What follows belongs to an exercise in optimizing a design on an open flow for small area, a short achievable clock period and few clock cycles per item; a production flow would make more cautious choices.
RTL that was checked went through simulation tests only; none was proved equivalent to the original.

// aes_inv_sub_bytes
module aes_inv_sub_bytes (
  input  logic         i_clk,
  input  logic         i_rst,
  input  logic         i_valid,
  input  logic [127:0] i_data,
  output logic         o_ready,
  output logic         o_valid,
  input  logic         i_ready,
  output logic [127:0] o_data
);
  logic [127:0] mapped, in_q, skid_q, out_q, sub;
  logic         in_v_q, skid_v_q, out_v_q, ready_q;
  logic         take, out_free, in_load, skid_v_d;
  for (genvar k = 0; k < 16; k++) begin : g_byte
    aes_inv_sub_bytes_map u_map (.a(i_data[8*k +: 8]), .y(mapped[8*k +: 8]));
    aes_inv_sub_bytes_inv u_inv (.a(in_q[8*k +: 8]), .y(sub[8*k +: 8]));
  end
  assign take     = ready_q & i_valid;
  assign out_free = ~out_v_q | i_ready;             
  assign in_load  = out_free | ~in_v_q;             
  assign skid_v_d = skid_v_q ? ~out_free : (take & in_v_q & ~out_free);
  always_ff @(posedge i_clk or posedge i_rst) begin
    if (i_rst) begin
      in_v_q   <= 1'b0;
      skid_v_q <= 1'b0;
      out_v_q  <= 1'b0;
      ready_q  <= 1'b1;
    end else begin
      if (out_free) out_v_q <= in_v_q;
      if (in_load)  in_v_q  <= skid_v_q | take;
      skid_v_q <= skid_v_d;
      ready_q  <= ~skid_v_d;
    end
  end
  always_ff @(posedge i_clk) begin
    if (out_free) out_q  <= sub;
    if (in_load)  in_q   <= skid_v_q ? skid_q : mapped;
    if (!skid_v_q) skid_q <= mapped;
  end
  assign o_ready = ready_q;
  assign o_valid = out_v_q;
  assign o_data  = out_q;
endmodule
Size in the first run: roughly 2600 cells after synthesis, about 390 flip-flops, ~26000 sq um of cells after synthesis.
==> module aes_inv_sub_bytes, before the edit <==
module aes_inv_sub_bytes (
  input  logic         i_clk,
  input  logic         i_rst,
  input  logic         i_valid,
  input  logic [127:0] i_data,
  output logic         o_ready,
  output logic         o_valid,
  input  logic         i_ready,
  output logic [127:0] o_data
);
  logic [127:0] mapped, in_q, skid_q, out_q, sub;
  logic         in_v_q, skid_v_q, out_v_q, ready_q;
  logic         take, out_free, in_load, skid_v_d;
  for (genvar k = 0; k < 16; k++) begin : g_byte
    aes_inv_sub_bytes_map u_map (.a(i_data[8*k +: 8]), .y(mapped[8*k +: 8]));
    aes_inv_sub_bytes_inv u_inv (.a(in_q[8*k +: 8]), .y(sub[8*k +: 8]));
  end
  assign take     = ready_q & i_valid;
  assign out_free = ~out_v_q | i_ready;             
  assign in_load  = out_free | ~in_v_q;             
  assign skid_v_d = skid_v_q ? ~out_free : (take & in_v_q & ~out_free);
  always_ff @(posedge i_clk or posedge i_rst) begin
    if (i_rst) begin
      in_v_q   <= 1'b0;
      skid_v_q <= 1'b0;
      out_v_q  <= 1'b0;
      ready_q  <= 1'b1;
    end else begin
      if (out_free) out_v_q <= in_v_q;
      if (in_load)  in_v_q  <= skid_v_q | take;
      skid_v_q <= skid_v_d;
      ready_q  <= ~skid_v_d;
    end
  end
  always_ff @(posedge i_clk) begin
    if (out_free) out_q  <= sub;
    if (in_load)  in_q   <= skid_v_q ? skid_q : mapped;
    if (!skid_v_q) skid_q <= mapped;
  end
  assign o_ready = ready_q;
  assign o_valid = out_v_q;
  assign o_data  = out_q;
endmodule
export LEC_CHECK = 0
export CAP_MARGIN = 20
export CORE_MARGIN = 2
export CORE_UTILIZATION = 65
export CTS_BUF_LIST = sky130_fd_sc_hd__clkbuf_8
export CTS_CLUSTER_DIAMETER = 50
export CTS_CLUSTER_SIZE = 14
export PLACE_DENSITY = 0.75
export SLEW_MARGIN = 20
create_clock -name core_clock -period 20.0 [get_ports {i_clk}]
standard.sh (not shown) runs the stock make flow with config.mk's settings and CLKGATE_MAP_FILE= SYNTH_SCRIPT=/design/flow/synth_recipe.tcl, a recipe that flattens the netlist after the stock synthesis.
==> flow/flow/run.sh <==
#!/bin/bash
# Standard ORFS layout (the standard.sh), except that:
#  - Yosys's final ABC technology mapping uses flow/map.abc instead of ORFS's speed script
#    (all other synthesis steps, and so the registers and their names, are the standard ones);
#  - the make variables listed in flow/make_args (one VAR=value per line) are added.
set -euo pipefail
W=$PWD
{
  cat <<'TCL'
proc abc {args} {
  set i [lsearch -exact $args -script]
  if {$i >= 0} { lset args [expr {$i + 1}] $::env(FLOW_ABC_SCRIPT) }
  yosys abc {*}$args
}
TCL
  cat "$W/synth_recipe.tcl"
} > "$W/flow_synth.tcl"
sed "s#$W/synth_recipe.tcl#$W/flow_synth.tcl#g" "$W/standard.sh" > "$W/flow_standard.sh"
grep -q flow_synth.tcl "$W/flow_standard.sh"
export FLOW_ABC_SCRIPT="$W/flow/map.abc"
args=()
if [[ -f "$W/flow/make_args" ]]; then
  while IFS= read -r line; do
    [[ -n "$line" && "$line" != \#* ]] && args+=("$line")
  done < "$W/flow/make_args"
fi
bash "$W/flow_standard.sh" "${args[@]}" finish > "$W/flow_make.log" 2>&1
==> flow/flow/make_args <==
BUFFER_PORTS_ARGS=-buffer_cell sky130_fd_sc_hd__buf_1
SETUP_SLACK_MARGIN=14.5
==> flow/flow/map.abc <==
&get -n
&st
&dch -f
&nf -R 1000
&put
The starting point completed with no timing, DRC or antenna violations.
Testbench counts at the start, summed over its fixed seeds: cycles 400, items 384.
==> next run, changes <==
--- a/flow/design.v
+++ b/flow/design.v
@@ -23,16 +23,15 @@
     if (i_rst) begin
       in_v_q   <= 1'b0;
       skid_v_q <= 1'b0;
       out_v_q  <= 1'b0;
-      ready_q  <= 1'b1;
     end else begin
       if (out_free) out_v_q <= in_v_q;
       if (in_load)  in_v_q  <= skid_v_q | take;
       skid_v_q <= skid_v_d;
-      ready_q  <= ~skid_v_d;
     end
   end
+  always_ff @(posedge i_clk) ready_q <= ~skid_v_d;
   always_ff @(posedge i_clk) begin
     if (out_free) out_q  <= sub;
     if (in_load)  in_q   <= skid_v_q ? skid_q : mapped;
     if (!skid_v_q) skid_q <= mapped;
After rerunning:
- The new run completed with no timing, DRC or antenna violations
- global-route usage decreases by 0.53 points
- final area hardly moves
- critical path depth increases by 3
- wire length decreases slightly
- cell count is about the same
- first-iteration DRC count increases by about a fifth
Function not checked in the second run of this note: the RTL went through the layout flow alone.

## separate check: timing with driven ports
In the flow no input, the clock included, has a driving cell. The finished layouts below were timed again as built, in two steps.
Step 1, drivers: a clkbuf_16 drives i_clk and a buf_2 each remaining input, both assumed.
Step 2 also shifts input and output timing later by t, the mid clock arrival at the registers, as if the neighbouring blocks saw the same clock.
Three values: ideal, step 1, step 2; two values: the first two.
run	shift t [ns]	setup WS [ns]	worst setup path at the end	worst data-port slew with drivers (ns)	cell pins on the clock port's net
the first run	0.671	14.577 / 14.524 / 14.017	input to register	0.07	1
the second run	0.663	14.676 / 14.706 / 14.043	input to register	0.06	1
After both steps setup and hold are still met in every run listed. The setup slack of the second run, which loses most, moves by +0.030 ns with the drivers and by -0.633 ns with both steps.
